From an optimization exercise on the open Yosys and OpenROAD flow, aimed at small area, a short achievable clock period and few clock cycles per item; shortcuts taken in it are not production practice. In this exercise RTL edits were held to simulation tests only and were not proved equivalent to the original.

## flow/design.v (module list and top-level ports; edited modules follow where they fit)
// module conv_fa: 10 lines
// module conv_ha: 9 lines
// module conv_stream_mac: 1838 lines
module conv_stream_mac
#(
    parameter int DATA_W = 8,
    parameter int KSIZE  = 4,
    parameter int OUT_W  = 16
) (
    input  logic                          clk,
    input  logic                          rst,
    input  logic                          k_valid,
    output logic                          k_ready,
    input  logic [DATA_W-1:0]             k_data,
    input  logic                          in_valid,
    output logic                          in_ready,
    input  logic [KSIZE*KSIZE*DATA_W-1:0] in_window,
    input  logic                          relu_en,
    output logic                          out_valid,
    input  logic                          out_ready,
    output logic [OUT_W-1:0]              out_data,
    output logic                          out_neg,
    output logic                          kernel_ok
);
  // ...
==> flow/flow/run.sh <==
#!/bin/bash
# Standard layout, but the port buffers are buf_2 cells instead of the
# default choice (a slow delay buffer), so inputs and outputs are not slowed.
set -euo pipefail
export BUFFER_PORTS_ARGS="-buffer_cell sky130_fd_sc_hd__buf_2"
bash standard.sh > standard_flow.log 2>&1
==> flow/standard.sh <==
#!/bin/bash
# synth_recipe.tcl (not shown) runs the flow's synth.tcl, then flattens the netlist and writes it again
# the make line also repeats each setting of config.mk as NAME=value (left out here)
make -C /OpenROAD-flow-scripts/flow DESIGN_CONFIG=/design/flow/config.mk WORK_HOME=/design/flow/orfs CLKGATE_MAP_FILE= SYNTH_SCRIPT=/design/flow/synth_recipe.tcl "${@:-finish}"
==> flow/config.mk <==
export PLATFORM = sky130hd
export DESIGN_NAME = conv_stream_mac
export DESIGN_NICKNAME = conv_stream_mac
export VERILOG_FILES = /design/flow/design.v
export SDC_FILE = /design/flow/constraint.sdc
export NUM_CORES = 4
export LEC_CHECK = 0
export ABC_AREA = 1
export CAP_MARGIN = 20
export CORE_MARGIN = 2
export CORE_UTILIZATION = 40
export SETUP_SLACK_MARGIN = 2.9
export SLEW_MARGIN = 20
export SYNTH_HIERARCHICAL = 1
==> flow/constraint.sdc <==
create_clock -name core_clock -period 5.5 [get_ports {clk}]
set_input_delay 1.1000 -clock core_clock [delete_from_list [all_inputs] [get_ports {clk}]]
set_output_delay 1.1000 -clock core_clock [all_outputs]
set_load 0.01 [all_outputs]
==> results.sh, run 1 <==
export IMPL_drive_gt1_share_pct=22.0
export IMPL_multi_input_area_share_pct=49.4
export IMPL_ys_seq_area_share_pct=41.6
export IMPL_status="no timing/DRC/antenna violations"
export IMPL_ff2ff_path_depth=4
export IMPL_end_kind="flip-flop"
export IMPL_syn_area_sq_um=40600
export IMPL_synth_adder_area_share_pct=28.4
export IMPL_antenna_found_initial=1
export IMPL_drv_slew=0
export IMPL_insertion_delay_ns=0.67
export IMPL_fill_cells=9111
export IMPL_highest_layer="met4"
export IMPL_critPathSlowestCell="fa_1"
export IMPL_holdPathEnd="cs3[2]"
export IMPL_yosys_area_top_type="fa_1"
export IMPL_cts_tree="done"
export IMPL_synthTopCellsByArea="fa_1 28%, edfxtp_1 21%, dfxtp_1 19%"
export IMPL_final_cell_mix="541 x fa_1, 526 x xor2_1, 361 x dfxtp_1, 288 x edfxtp_1, 261 x inv_1"
export IMPL_drt_first_iter_violations=2295
export IMPL_clock_area_share_pct=5.87
export IMPL_fin_crit_sh_pct=47.7
export IMPL_die_area_sq_um=104000
export IMPL_min_period_ns=2.62
export IMPL_routed_wl_microns=123000
export IMPL_cts_setup_buffers=8
export IMPL_dpl_worst_slack_ns=2.26
export IMPL_synth_top_family_by_area="adder cells"
export IMPL_routed_via_density=5.22
export IMPL_top_usage_layer="met2"
export IMPL_clk_pin_slew_ns=0.06
Testbench counts, summed over its fixed seeds: cycles 7,632, items 7,200.
==> inputs of run 2 (changes only) <==
--- a/flow/config.mk
+++ b/flow/config.mk
@@ -9,6 +9,6 @@
 export CAP_MARGIN = 20
 export CORE_MARGIN = 2
 export CORE_UTILIZATION = 40
-export SETUP_SLACK_MARGIN = 2.9
+export SETUP_SLACK_MARGIN = 3.1
 export SLEW_MARGIN = 20
 export SYNTH_HIERARCHICAL = 1
==> run 2 against run 1 <==
Effect of this change: setup slack better by 0.033 ns; critical path depth stayed put; register-to-register slack better by 0.03 ns; wire length grew 3.3%; global-route usage up 0.45 points; hold slack got worse by 0.0060 ns; area after synthesis unchanged; critical path type unchanged; critical endpoint is now cs2[8].
==> results.sh, run 2 <==
export IMPL_status="no timing/DRC/antenna violations"
export IMPL_place_congestion=0.984
export IMPL_hold_ws_ns=0.325
export IMPL_synth_xor_xnor_area_share_pct=12.8
export IMPL_cp_arrival_ns=3.19
export IMPL_antenna_cells=0
export IMPL_cts_buffers=79
export IMPL_synth_most_common_cell="fa_1"
export IMPL_use_met2_pct=39.6
export IMPL_h_tree_depth=3
export IMPL_stdcell_count=4981
export IMPL_grt_setup_unrepaired="yes"
export IMPL_fp_coreArea_sq_um=100000
export IMPL_grt_usage_pct=24.2
export IMPL_ys_seq_area_share_pct=41.6
export IMPL_placed_area_sq_um=44800
export IMPL_die_h_microns=323
export IMPL_ant_nets=0
export IMPL_synth_top_family_by_area="adder cells"
export IMPL_ios=163
export IMPL_synth_adder_area_share_pct=28.4
export IMPL_insertion_delay_ns=0.65
export IMPL_grt_pass1_wl_microns=181000
export IMPL_syn2layout_area_growth_pct=25.4
export IMPL_cts_root_buf="clkbuf_16"
export IMPL_synth_top_cells_by_count="560 x fa_1, 526 x xor2_1, 448 x o22ai_1"
export IMPL_synthCells=3267
export IMPL_final_cell_mix="456 x xor2_1, 402 x fa_1, 288 x edfxtp_1, 268 x dfxtp_1, 246 x o22ai_2"
export IMPL_die_x_microns=323
export IMPL_cts_sinks=697
export IMPL_synth_top_cell_area_share_pct=27.6
export IMPL_ys_flop_type="dfxtp_1"
export IMPL_rrSetupSlack_ns=2.91
export IMPL_synth_seq_cells=697
export IMPL_num_rows=116
export IMPL_io_buffers=162
export IMPL_place_inst=4717
export IMPL_top_usage_layer="met2"
export IMPL_synth_area_mux_share_pct=0.139
export IMPL_finalInstanceArea_sq_um=51000
export IMPL_syn_area_sq_um=40600
export IMPL_end_kind="flip-flop"
export IMPL_max_slew_margin_rel_pct=26.7
export IMPL_globalRouteMet1Util_pct=33.0
export IMPL_routedWlPerCell_microns=25.4
export IMPL_start_kind="flip-flop"
export IMPL_hpwlAfterDp_microns=100000
export IMPL_drc_errors=0
export IMPL_nets=4288
export IMPL_synth_enable_flop_cells=288
export IMPL_min_period_ns=2.59
export IMPL_reg_top3="cs1: 288 flops, kern: 192 flops, cs2: 70 flops"
export IMPL_fin_crit_sh_pct=47.1
export IMPL_yosysWarningCount=7
export IMPL_fmax_ghz=0.386
export IMPL_gr_usage_met3_pct=4.38
export IMPL_routed_wl_microns=127000
export IMPL_antenna_found_initial=4
export IMPL_async_reset_ff_share_pct=2.58
export IMPL_vias=26000
export IMPL_final_common_cell="xor2_1"
export IMPL_path_class="flip-flop to flip-flop"
export IMPL_drv_slew=0
export IMPL_drt_first_iter_violations=2263
export IMPL_synth_distinct_cells=35
export IMPL_clk_pin_slew_ns=0.07
export IMPL_setup_viol=0
export IMPL_finalHoldViolCount=0
export IMPL_grt_pass1_vias=26500
export IMPL_drive_gt1_share_pct=36.4
export IMPL_drtPass1Iterations=5
export IMPL_required_ns=6.10
export IMPL_cp_max_fo=1
export IMPL_die_area_sq_um=104000
export IMPL_top_register="cs1"
export IMPL_synth_area_per_cell_sq_um=12.4
export IMPL_tightest_slew_ns=1.09
export IMPL_synth_simple_area_share_pct=3.45
export IMPL_routed_via_density=5.21
export IMPL_largest_reg_flops=288
export IMPL_synth_compound_area_share_pct=9.47
export IMPL_clockBufferDepth=3
export IMPL_fin_tns_setup_ns=0
export IMPL_cts_tree="done"
export IMPL_synthTopCellsByArea="fa_1 28%, edfxtp_1 21%, dfxtp_1 19%"
export IMPL_initial_core_util_pct=40.5
export IMPL_grt_max_degree=75
export IMPL_grt_ovfl_total=0
export IMPL_yosys_area_top_type="fa_1"
export IMPL_maxCapViolCount=0
export IMPL_min_path_type="flip-flop to flip-flop"
export IMPL_clock_skew_ns=0.0308
export IMPL_hold_buffers=0
run 2: timing repair:
item	in CTS	in global routing
setup endpoints to repair	162	194
cloned	3	1
gates resized for setup	261	348
pin swaps	127	150
buffers inserted	29	83
run 2: critical path, cell delays in order (launching register included):
cell and delay [ns]:
dfxtp_4 0.38, fa_2 0.49, fa_2 0.66, fa_2 0.47, fa_2 0.53
run 2: per-layer routing:
layer  routed length [microns]  up-vias
li1                          -    11500
met1                     53600    13500
met2                     61500      863
met3                      7830      151
met4                      3680        0
met5                         0        -
run 2: logic make-up after synthesis:
group | after synthesis
compound gates | 619
xor+xnor | 596
fa+ha+maj | 587
buf+inv | 432
flops | 697
mux | 5
other cells | 1
simple gates | 330
run 2: area by class of cell:
| cell class | instances | area, sq um |
|---|---|---|
| clock buffer | 110 | 2320 |
| clock inverter | 36 | 329 |
| sequential | 697 | 17100 |
| tap | 1357 | 1700 |
| multi-input combinational | 2142 | 25600 |
| timing repair buffer | 283 | 2090 |
| timing repair inverter | 3 | 28.8 |
| inverter | 353 | 1730 |
| fill | 8751 | 49500 |
run 2: worst paths after layout:
check	start	endpoint	cells past startpoint
worst min-delay path	cs2[3]	cs3[3]	0
worst max-delay path	cs1[66]	cs2[8]	4
min in group asynchronous	rst	cnt[3]	2
max in group asynchronous	rst	qv[1]	2
worst max register to register	cs1[66]	cs2[8]	4
worst min register to register	cs2[3]	cs3[3]	0
run 2: modules after synthesis, one instance, submodules excluded:
module           flip-flops and latches  area [sq um]
conv_fa                               0          20.0
conv_ha                               0          12.5
conv_stream_mac                     697         29400
run 2: through the flow:
step | utilization, % | setup slack (ns)
3_5_place_dp | 44.6 | 2.34
2_1_floorplan | - | 0.899
6_report | 50.7 | 2.91
3_3_place_gp | 44.6 | 2.35
4_1_cts | 48.3 | 2.95
5_1_grt | 50.7 | 2.90
==> inputs of run 3 (changes only) <==
--- a/flow/config.mk
+++ b/flow/config.mk
@@ -8,7 +8,7 @@
 export ABC_AREA = 1
 export CAP_MARGIN = 20
 export CORE_MARGIN = 2
-export CORE_UTILIZATION = 40
-export SETUP_SLACK_MARGIN = 3.1
+export CORE_UTILIZATION = 60
+export SETUP_SLACK_MARGIN = 2.9
 export SLEW_MARGIN = 20
 export SYNTH_HIERARCHICAL = 1
==> run 3 against run 2 <==
Effect of this change: die area decreased by 33%; still clean; clock skew decreased by 0.015 ns; sequential cell count unchanged; global-route usage increased by 12 points.
==> results.sh, run 3 <==
export IMPL_worstPathCellList="fa_2 > fa_1 > fa_1 > fa_1"
export IMPL_grt_pass1_vias=27500
export IMPL_cpMostUsedCell="fa_1"
export IMPL_cp_slowest_stage_delay_ns=0.59
export IMPL_synth_top_cell_area_share_pct=27.6
export IMPL_drive_gt1_share_pct=22.1
export IMPL_ys_flop_type="dfxtp_1"
export IMPL_startpoint="cs1[235]"
export IMPL_die_area_sq_um=69800
export IMPL_end_kind="flip-flop"
export IMPL_reg_top3="cs1: 288 flops, kern: 192 flops, cs2: 70 flops"
export IMPL_grt_usage_pct=36.4
export IMPL_r2r_start="cs1[235]"
export IMPL_synth_distinct_cells=35
export IMPL_die_x_microns=264
export IMPL_clock_skew_ns=0.0160
export IMPL_antenna_found_initial=1
export IMPL_multi_input_area_sq_um=23700
export IMPL_ff2ff_path_depth=4
export IMPL_synth_top_cells_by_count="560 x fa_1, 526 x xor2_1, 448 x o22ai_1"
export IMPL_final_common_cell="fa_1"
export IMPL_ios=163
export IMPL_hpwlAfterDp_microns=99500
export IMPL_hold_buffers=0
export IMPL_grt_max_degree=104
export IMPL_drt_first_iter_violations=2830
export IMPL_drc_errors=0
export IMPL_top_register="cs1"
export IMPL_h_tree_depth=3
export IMPL_drv_slew=0
export IMPL_routedWlPerCell_microns=28.6
export IMPL_cp_arrival_ns=3.09
export IMPL_grt_setup_unrepaired="yes"
export IMPL_nets=4181
export IMPL_initial_core_util_pct=60.5
export IMPL_cts_buffers=76
export IMPL_syn2layout_area_growth_pct=15.8
export IMPL_routed_via_density=6.07
export IMPL_synth_enable_flop_cells=288
export IMPL_synthCells=3267
export IMPL_largest_reg_flops=288
export IMPL_grt_ovfl_total=0
export IMPL_min_period_ns=2.60
export IMPL_start_kind="flip-flop"
export IMPL_die_h_microns=264
export IMPL_required_ns=5.99
export IMPL_async_reset_ff_share_pct=2.58
export IMPL_min_path_type="flip-flop to flip-flop"
export IMPL_drtPass1Iterations=6
export IMPL_cts_tree="done"
export IMPL_fin_tns_setup_ns=0
export IMPL_ant_nets=0
export IMPL_max_slew_margin_rel_pct=29.6
export IMPL_clk_pin_slew_ns=0.06
export IMPL_io_buffers=162
export IMPL_hold_depth=0
export IMPL_grt_pass1_wl_microns=183000
export IMPL_fill_cells=4665
export IMPL_vias=26600
export IMPL_synthTopCellsByArea="fa_1 28%, edfxtp_1 21%, dfxtp_1 19%"
export IMPL_maxCapViolCount=0
export IMPL_routed_wl_microns=125000
export IMPL_critPathSlowestCell="fa_1"
export IMPL_synth_area_per_cell_sq_um=12.4
export IMPL_hp_start="cs2[7]"
export IMPL_synth_most_common_cell="fa_1"
export IMPL_final_cell_mix="539 x fa_1, 523 x xor2_1, 354 x dfxtp_1, 288 x edfxtp_1, 262 x inv_1"
export IMPL_fin_crit_sh_pct=47.3
export IMPL_clockBufferDepth=3
export IMPL_status="no timing/DRC/antenna violations"
export IMPL_fmax_ghz=0.385
export IMPL_ff_latch_area_sq_um=17000
export IMPL_cts_sinks=697
export IMPL_insertion_delay_ns=0.63
export IMPL_yosys_area_top_type="fa_1"
export IMPL_ys_seq_area_share_pct=41.6
export IMPL_fp_coreArea_sq_um=67200
export IMPL_cts_root_buf="clkbuf_16"
export IMPL_num_rows=95
export IMPL_path_class="flip-flop to flip-flop"
export IMPL_synth_seq_cells=697
export IMPL_cp_max_fo=1
export IMPL_place_congestion=0.996
export IMPL_tightest_slew_ns=1.05
export IMPL_yosysWarningCount=7
export IMPL_finalHoldViolCount=0
export IMPL_syn_area_sq_um=40600
export IMPL_setup_viol=0
-- run 3: logic make-up (layout without fill, tap and decap cells) --
family	Yosys count	count (layout)	share of synthesized area [%]
AOI/OAI and AO/OA	619	619	9.47
xor gates and xnor gates	596	596	12.8
adders and majority gates	587	587	28.4
buffers and inverters	432	676	4.03
DFF	697	697	41.6
muxes	5	5	0.139
other	1	5	0.00923
and+or+nand+nor	330	331	3.45
-- run 3: per-layer routing --
layer | global-route usage, % | wire length (microns) | vias to the layer above | share of wire [%]
li1 | - | - | 11300 | -
met2 | 58.6 | 60000 | 1378 | 48
met4 | 16.5 | 6440 | 0 | 5.1
met3 | 5.41 | 9530 | 263 | 7.6
met1 | 49.4 | 49500 | 13700 | 39
met5 | 0 | 0 | - | 0
-- run 3: per-module statistics from Yosys (local to each module, per instance) --
module,flip-flops and latches,area [sq um],cells,times used
conv_ha,0,12.5,1,6
conv_stream_mac,697,29400,2703,1
conv_fa,0,20.0,1,558
-- run 3: final cells by class --
type	instances	area share, %
inverter	353	3.50
tap	873	2.32
clock buffer	101	4.75
timing repair inverter	1	0.0239
timing repair buffer	181	2.09
antenna	1	0.00531
sequential	697	36.1
clock inverter	40	0.869
multi-input combinational	2142	50.4
-- run 3: repair_timing --
| action | 4_1_cts | 5_1_grt |
|---|---|---|
| buffers inserted | 2 | 12 |
| cloned | 1 | 1 |
| gates resized for setup | 53 | 89 |
| pin swaps | 13 | 29 |
| endpoints found under the hold margin | 0 | 0 |
| endpoints found under the setup margin | 94 | 97 |
-- run 3: stage by stage --
stage	util (%)	instances	instance area (sq um)	worst slack (ns)	hold slack, ns
after CTS	69.5	4374	46700	2.90	0.330
final	70.1	4389	47100	2.90	0.329
after global placement	65.3	4230	43800	2.14	0.317
after floorplan	-	3270	42200	0.899	0.310
after global routing	70.1	4388	47100	2.79	0.330
after detailed placement	65.3	4230	43800	2.13	0.315
-- run 3: final timing paths --
check                      slack (ns)  endpoint
setup / recovery                 2.90   cs2[40]
hold / removal                   0.33    cs3[4]
setup reg to reg                 2.90   cs2[40]
hold reg to reg                  0.33    cs3[4]
max in group asynchronous        4.39     qv[2]
min in group asynchronous        0.61     kpend
-- run 3: worst max-delay path, delay by kind of cell, from the launching register on --
| kind | cells | cell delay (ns) |
|---|---|---|
| flip-flops | 1 | 0.44 |
| adder cells (fa/ha/maj) | 4 | 2.03 |
==> inputs of run 4 (changes only) <==
--- a/flow/config.mk
+++ b/flow/config.mk
@@ -9,6 +9,7 @@
 export CAP_MARGIN = 20
 export CORE_MARGIN = 2
 export CORE_UTILIZATION = 60
+export CTS_BUF_LIST = sky130_fd_sc_hd__clkbuf_8
 export SETUP_SLACK_MARGIN = 2.9
 export SLEW_MARGIN = 20
 export SYNTH_HIERARCHICAL = 1
==> run 4 against run 3 <==
Effect of this change: sequential share of layout area rose by 0.19 points; largest cell class unchanged; register-to-register slack barely moved; design area fell by 0.49%; hold slack got worse by 0.00094 ns; via count rose by 0.77%; clock skew rose by 0.040 ns; critical path type is now flip-flop to output pin; sequential cell count did not move; wire length fell by 0.41%; highest routed layer unchanged; first-iteration DRC count rose by 7.1%.
==> results.sh, run 4 <==
export IMPL_yosys_area_top_type="fa_1"
export IMPL_synth_most_common_cell="fa_1"
export IMPL_multi_input_area_sq_um=23700
export IMPL_placed_area_sq_um=43800
export IMPL_cp_max_fo=3
export IMPL_final_common_cell="fa_1"
export IMPL_syn2layout_area_growth_pct=15.3
export IMPL_globalRouteMet1Util_pct=49.5
export IMPL_drt_first_iter_violations=3032
export IMPL_grt_pass1_wl_microns=183000
export IMPL_antenna_found_initial=4
export IMPL_path_class="flip-flop to output pin"
export IMPL_synth_xor_xnor_area_share_pct=12.8
export IMPL_finalHoldViolCount=0
export IMPL_maxCapViolCount=0
export IMPL_die_x_microns=264
export IMPL_ant_nets=0
export IMPL_start_kind="flip-flop"
export IMPL_ios=163
export IMPL_ys_seq_area_share_pct=41.6
export IMPL_cts_root_buf="clkbuf_8"
export IMPL_fin_crit_sh_pct=47.3
export IMPL_final_cell_mix="539 x fa_1, 524 x xor2_1, 349 x dfxtp_1, 296 x inv_1, 288 x edfxtp_1"
export IMPL_synth_top_cell_area_share_pct=27.6
export IMPL_drive_gt1_share_pct=23.1
export IMPL_grt_usage_pct=36.3
export IMPL_r2r_start="cs1[134]"
export IMPL_use_met2_pct=58.0
export IMPL_h_tree_depth=3
export IMPL_setup_viol=0
export IMPL_r2r_end="cs2[24]"
export IMPL_async_reset_ff_share_pct=2.58
export IMPL_synth_top_cells_by_count="560 x fa_1, 526 x xor2_1, 448 x o22ai_1"
export IMPL_cts_tree="done"
export IMPL_hpwlAfterDp_microns=99500
export IMPL_grt_setup_unrepaired="yes"
export IMPL_top_register="cs1"
export IMPL_cts_sinks=697
export IMPL_synth_enable_flop_cells=288
export IMPL_synth_adder_area_share_pct=28.4
export IMPL_syn_area_sq_um=40600
export IMPL_tightest_slew_ns=1.06
export IMPL_fill_cells=4681
export IMPL_fmax_ghz=0.384
export IMPL_clockBufferDepth=3
export IMPL_io_buffers=162
export IMPL_cp_arrival_ns=1.50
export IMPL_largest_reg_flops=288
export IMPL_min_period_ns=2.60
export IMPL_startpoint="kpend"
export IMPL_synth_simple_area_share_pct=3.45
export IMPL_cts_buffers=110
export IMPL_min_path_type="flip-flop to flip-flop"
export IMPL_nets=4215
export IMPL_rrSetupSlack_ns=2.91
export IMPL_yosysWarningCount=7
export IMPL_ff2ff_path_depth=4
export IMPL_fin_tns_setup_ns=0
export IMPL_finalInstanceArea_sq_um=46900
export IMPL_status="no timing/DRC/antenna violations"
export IMPL_synth_top_family_by_area="adder cells"
export IMPL_crit_path_end="in_ready"
export IMPL_synth_area_per_cell_sq_um=12.4
export IMPL_top_usage_layer="met2"
export IMPL_routed_wl_microns=125000
export IMPL_cp_slowest_stage_delay_ns=0.40
export IMPL_place_congestion=0.996
export IMPL_required_ns=4.40
export IMPL_hold_ws_ns=0.328
export IMPL_gr_usage_met3_pct=5.81
export IMPL_worstPathCellList="inv_2 > nand2_4 > nor2_4 > buf_6"
export IMPL_die_area_sq_um=69800
export IMPL_grt_max_degree=104
export IMPL_synth_distinct_cells=35
export IMPL_clock_skew_ns=0.0558
export IMPL_max_slew_margin_rel_pct=29.2
export IMPL_critPathSlowestCell="dfrtp_1"
export IMPL_insertion_delay_ns=0.75
export IMPL_grt_ovfl_total=0
export IMPL_routed_via_density=6.01
export IMPL_hold_depth=0
export IMPL_die_h_microns=264
export IMPL_hold_buffers=0
export IMPL_drtPass1Iterations=6
export IMPL_synthCells=3267
export IMPL_fp_coreArea_sq_um=67200
export IMPL_synth_area_mux_share_pct=0.139
export IMPL_grt_pass1_vias=27700
export IMPL_drc_errors=0
export IMPL_synth_seq_cells=697
export IMPL_synth_compound_area_share_pct=9.47
export IMPL_synthTopCellsByArea="fa_1 28%, edfxtp_1 21%, dfxtp_1 19%"
export IMPL_reg_top3="cs1: 288 flops, kern: 192 flops, cs2: 70 flops"
export IMPL_vias=26800
export IMPL_end_kind="output pin"
export IMPL_clk_pin_slew_ns=0.07
export IMPL_initial_core_util_pct=60.5
export IMPL_drv_slew=0
export IMPL_ys_flop_type="dfxtp_1"
export IMPL_num_rows=95
export IMPL_ff_latch_area_sq_um=17000
export IMPL_routedWlPerCell_microns=28.0
==> run 4: cell counts after synthesis <==
No cell type changed its count.
==> run 4: cell families (layout without fill, tap and decap cells) <==
logic type,Yosys count,count (layout)
AOI/OAI and AO/OA,619,619
xor gates and xnor gates,596,596
adders and majority gates,587,587
buffers and inverters,432,745
DFF,697,697
muxes,5,5
other,1,7
and+or+nand+nor,330,331
==> run 4: layout make-up <==
cell class | count | area share (%)
timing repair buffer | 181 | 2.12
multi-input combinational | 2142 | 50.5
sequential | 697 | 36.2
tap | 873 | 2.33
clock inverter | 74 | 1.26
antenna | 3 | 0.0160
timing repair inverter | 1 | 0.0134
inverter | 353 | 3.51
clock buffer | 136 | 4.00
==> run 4: worst max-delay path, delay by kind of cell (launching register included) <==
| kind | cells | cell delay (ns) |
|---|---|---|
| buffers and inverters | 2 | 0.20 |
| flip-flops | 1 | 0.40 |
| AND/OR/NAND/NOR | 2 | 0.16 |
==> run 4: per-layer routing <==
metal,up-vias,share of wire [%]
met2,1409,47
met3,284,8.2
met4,0,5.1
li1,11400,-
met5,-,0
met1,13700,39
==> run 4: worst min-delay path by stage <==
stage	from	end
final	cs2[7]	cs3[4]
after global routing	cs2[7]	cs3[4]
after CTS	cs2[7]	cs3[4]
after detailed placement	cs2[7]	cs3[4]
after global placement	cs2[69]	cs3[31]
after floorplan	cs2[0]	cs3[0]
==> run 4: per-stage QoR <==
step | util [%] | cells | setup slack (ns)
after floorplan | - | 3270 | 0.899
after global placement | 65.3 | 4230 | 2.14
after detailed placement | 65.3 | 4230 | 2.13
after CTS | 69.2 | 4445 | 2.83
after global routing | 69.8 | 4459 | 2.84
final | 69.8 | 4460 | 2.90
==> run 4: modules after synthesis (local to each module, per instance) <==
module | flops+latches | area [sq um] | copies in the design | cells inside
conv_fa | 0 | 20.0 | 558 | 1
conv_ha | 0 | 12.5 | 6 | 1
conv_stream_mac | 697 | 29400 | 1 | 2703
==> run 4: timing repair <==
| item | in CTS | in global routing |
|---|---|---|
| gates resized for setup | 46 | 91 |
| buffers inserted | 4 | 10 |
| pin swaps | 7 | 32 |
| cloned | 1 | 1 |
| endpoints found under the setup margin | 98 | 94 |
==> inputs of run 5 (changes only) <==
==> flow/run.sh (new file) <==
#!/bin/bash
# synth_recipe.tcl (not shown) runs the flow's synth.tcl, then flattens the netlist and writes it again
# the make line also repeats each setting of config.mk as NAME=value (left out here)
make -C /OpenROAD-flow-scripts/flow DESIGN_CONFIG=/design/flow/config.mk WORK_HOME=/design/flow/orfs CLKGATE_MAP_FILE= SYNTH_SCRIPT=/design/flow/synth_recipe.tcl finish
--- a/flow/config.mk
+++ b/flow/config.mk
@@ -8,8 +8,7 @@
 export ABC_AREA = 1
 export CAP_MARGIN = 20
 export CORE_MARGIN = 2
-export CORE_UTILIZATION = 60
-export CTS_BUF_LIST = sky130_fd_sc_hd__clkbuf_8
-export SETUP_SLACK_MARGIN = 2.9
+export CORE_UTILIZATION = 40
+export SETUP_SLACK_MARGIN = 2.6
 export SLEW_MARGIN = 20
 export SYNTH_HIERARCHICAL = 1
removed: flow/flow/run.sh
removed: flow/standard.sh
==> run 5 against run 4 <==
Effect of this change: still clean on timing, DRC and antenna; fmax down 9.7%; global-route usage is 13 points lower; hold slack worse by 0.00091 ns; register-to-register slack worse by 0.09 ns; setup slack lost 0.28 ns; core utilization is 23 points lower; die area is 49% higher; first-iteration DRC count is 16% lower; critical path type is now input port to flip-flop; critical endpoint is now cs1[258].
==> results.sh, run 5 <==
export IMPL_num_rows=116
export IMPL_start_kind="input port"
export IMPL_r2r_end="cs2[40]"
export IMPL_place_congestion=0.979
export IMPL_grt_setup_unrepaired="no"
export IMPL_yosysWarningCount=7
export IMPL_cts_buffers=78
export IMPL_h_tree_depth=3
export IMPL_synth_distinct_cells=35
export IMPL_hold_depth=0
export IMPL_rrSetupSlack_ns=2.82
export IMPL_die_area_sq_um=104000
export IMPL_grt_pass1_wl_microns=178000
export IMPL_tightest_slew_ns=1.06
export IMPL_min_path_type="flip-flop to flip-flop"
export IMPL_cp_arrival_ns=3.40
export IMPL_routedWlPerCell_microns=25.0
export IMPL_insertion_delay_ns=0.65
export IMPL_routed_wl_microns=122000
export IMPL_antenna_found_initial=1
export IMPL_cts_tree="done"
export IMPL_nets=4171
export IMPL_required_ns=6.02
export IMPL_clock_skew_ns=0.0286
export IMPL_initial_core_util_pct=40.5
export IMPL_clk_pin_slew_ns=0.06
export IMPL_ys_flop_type="dfxtp_1"
export IMPL_cts_sinks=697
export IMPL_ant_nets=0
export IMPL_grt_max_degree=138
export IMPL_fin_tns_setup_ns=0
export IMPL_ios=163
export IMPL_drv_slew=0
export IMPL_io_buffers=162
export IMPL_routed_via_density=5.24
export IMPL_end_kind="flip-flop"
export IMPL_maxCapViolCount=0
export IMPL_synth_seq_cells=697
export IMPL_top_register="cs1"
export IMPL_drive_gt1_share_pct=6.62
export IMPL_finalHoldViolCount=0
export IMPL_stdcell_count=4863
export IMPL_hpwlAfterDp_microns=98800
export IMPL_cp_max_fo=5
export IMPL_status="no timing/DRC/antenna violations"
export IMPL_finalInstanceArea_sq_um=46600
export IMPL_holdPathEnd="cs3[31]"
export IMPL_placed_area_sq_um=43700
export IMPL_reg_top3="cs1: 288 flops, kern: 192 flops, cs2: 70 flops"
export IMPL_drtPass1Iterations=7
export IMPL_die_h_microns=323
export IMPL_min_period_ns=2.88
export IMPL_largest_reg_flops=288
export IMPL_fmax_ghz=0.347
export IMPL_hp_start="cs2[69]"
export IMPL_synthCells=3267
export IMPL_synth_most_common_cell="fa_1"
export IMPL_grt_ovfl_total=0
export IMPL_clockBufferDepth=3
export IMPL_synthTopCellsByArea="fa_1 28%, edfxtp_1 21%, dfxtp_1 19%"
export IMPL_synth_top_cell_area_share_pct=27.6
export IMPL_r2r_start="cs1[229]"
export IMPL_vias=25500
export IMPL_final_common_cell="fa_1"
export IMPL_synth_enable_flop_cells=288
export IMPL_syn_area_sq_um=40600
export IMPL_synth_top_cells_by_count="560 x fa_1, 526 x xor2_1, 448 x o22ai_1"
export IMPL_max_slew_margin_rel_pct=29.3
export IMPL_cts_root_buf="clkbuf_16"
export IMPL_async_reset_ff_share_pct=2.58
export IMPL_final_cell_mix="556 x fa_1, 524 x xor2_1, 448 x o22ai_1, 391 x dfxtp_1, 346 x inv_1"
export IMPL_synth_area_per_cell_sq_um=12.4
export IMPL_place_inst=4717
export IMPL_ff2ff_path_depth=4
export IMPL_grt_usage_pct=23.7
export IMPL_setup_viol=0
export IMPL_ys_seq_area_share_pct=41.6
export IMPL_hold_buffers=0
export IMPL_drt_first_iter_violations=2542
export IMPL_path_class="input port to flip-flop"
export IMPL_die_x_microns=323
export IMPL_fill_cells=9168
export IMPL_syn2layout_area_growth_pct=14.6
export IMPL_fp_coreArea_sq_um=100000
export IMPL_grt_pass1_vias=26300
export IMPL_fin_crit_sh_pct=52.4
export IMPL_yosys_area_top_type="fa_1"
export IMPL_drc_errors=0
## run 5: worst max-delay path: stages
cell and delay [ns]:
clkdlybuf4s50_1 0.53, inv_1 0.12, o22ai_1 0.26, xor2_2 0.31, fa_2 0.57, fa_1 0.50
## run 5: worst max path at each step
stage | startpoint | end | depth (start not counted)
2_1_floorplan | k_valid | kern[0] | 2
5_1_grt | in_window[23] | cs1[258] | 6
3_3_place_gp | k_valid | kern[109] | 5
3_5_place_dp | k_valid | kern[115] | 5
6_report | in_window[23] | cs1[258] | 6
4_1_cts | kpend | in_ready | 4
## run 5: Yosys stat by module, one instance, submodules excluded
module           area (sq um)  cells  copies in the design
conv_fa                  20.0      1                   558
conv_ha                  12.5      1                     6
conv_stream_mac         29400   2703                     1
## run 5: kinds of logic after synthesis
group,share of synthesized area (%)
other cells,0.00923
compound gates,9.47
simple gates,3.45
xor+xnor,12.8
mux,0.139
flops,41.6
buf+inv,4.03
fa+ha+maj,28.4
## run 5: repair_timing
action | CTS | global route
endpoints found under the setup margin | 74 | 134
setup buffers | 1 | 0
gates resized for setup | 6 | 21
pin swaps | 1 | 2
## run 5: layout make-up
class,count,area (sq um),share of cell area (%)
antenna,1,2.50,0.00537
tap,1357,1700,3.64
clock inverter,34,422,0.905
timing repair buffer,171,1720,3.69
clock buffer,109,2310,4.97
multi-input combinational,2141,22200,47.6
inverter,353,1340,2.87
sequential,697,16900,36.3
## run 5: per-layer routing
layer  up-vias  GRT usage, %  routed length (microns)
met5         -             0                        0
met3       205          3.31                     6880
met2      1058          39.6                    59200
met1     12900          31.8                    51100
met4         0          7.89                     4520
li1      11300             -                        -
## run 5: metrics by stage
step           hold slack, ns  utilization (%)  setup slack, ns
6_report                0.327             46.4             2.62
5_1_grt                 0.333             46.4             2.60
4_1_cts                 0.325             46.3             2.47
3_5_place_dp            0.312             43.6             1.68
3_3_place_gp            0.314             43.6             1.74
2_1_floorplan           0.310                -            0.899

what the ideal ports hide:
The results above use ideal ports. As a check the final layouts listed here were re-extracted and re-timed, cells and wires unchanged.
Step 1 (the two cells are an assumption about what drives the block):
set clk [get_ports {clk}]
set_driving_cell -lib_cell sky130_fd_sc_hd__clkbuf_16 $clk
set_driving_cell -lib_cell sky130_fd_sc_hd__buf_2 [delete_from_list [all_inputs] $clk]
Step 2 moves the port delays by t, midway between the first and last clock arrival at a register: inputs arrive t later, outputs are due t later. That takes back most of the time a late clock gives input paths.
Slacks: no drivers / after step 1 / after step 2; pairs: no drivers / after step 1.
run | shift t [ns] | setup WS [ns] | hold WS [ns] | worst setup path after step 2 | cell pins on the clock port's net
run 1 | 0.723 | 2.878 / 2.878 / 2.285 | 0.331 / 0.331 / 0.331 | input to register | 1
run 2 | 0.707 | 2.911 / 2.911 / 2.328 | 0.325 / 0.325 / 0.325 | input to register | 1
run 3 | 0.682 | 2.901 / 2.901 / 2.311 | 0.329 / 0.329 / 0.329 | input to register | 1
run 4 | 0.782 | 2.897 / 2.832 / 2.246 | 0.328 / 0.328 / 0.328 | input to register | 1
run 5 | 0.712 | 2.617 / 2.621 / 1.914 | 0.327 / 0.327 / 0.327 | input to register | 1
After both steps every run listed still meets setup and hold. The setup slack of run 5, which loses most, moves by +0.004 ns with the drivers and by -0.703 ns with both steps.
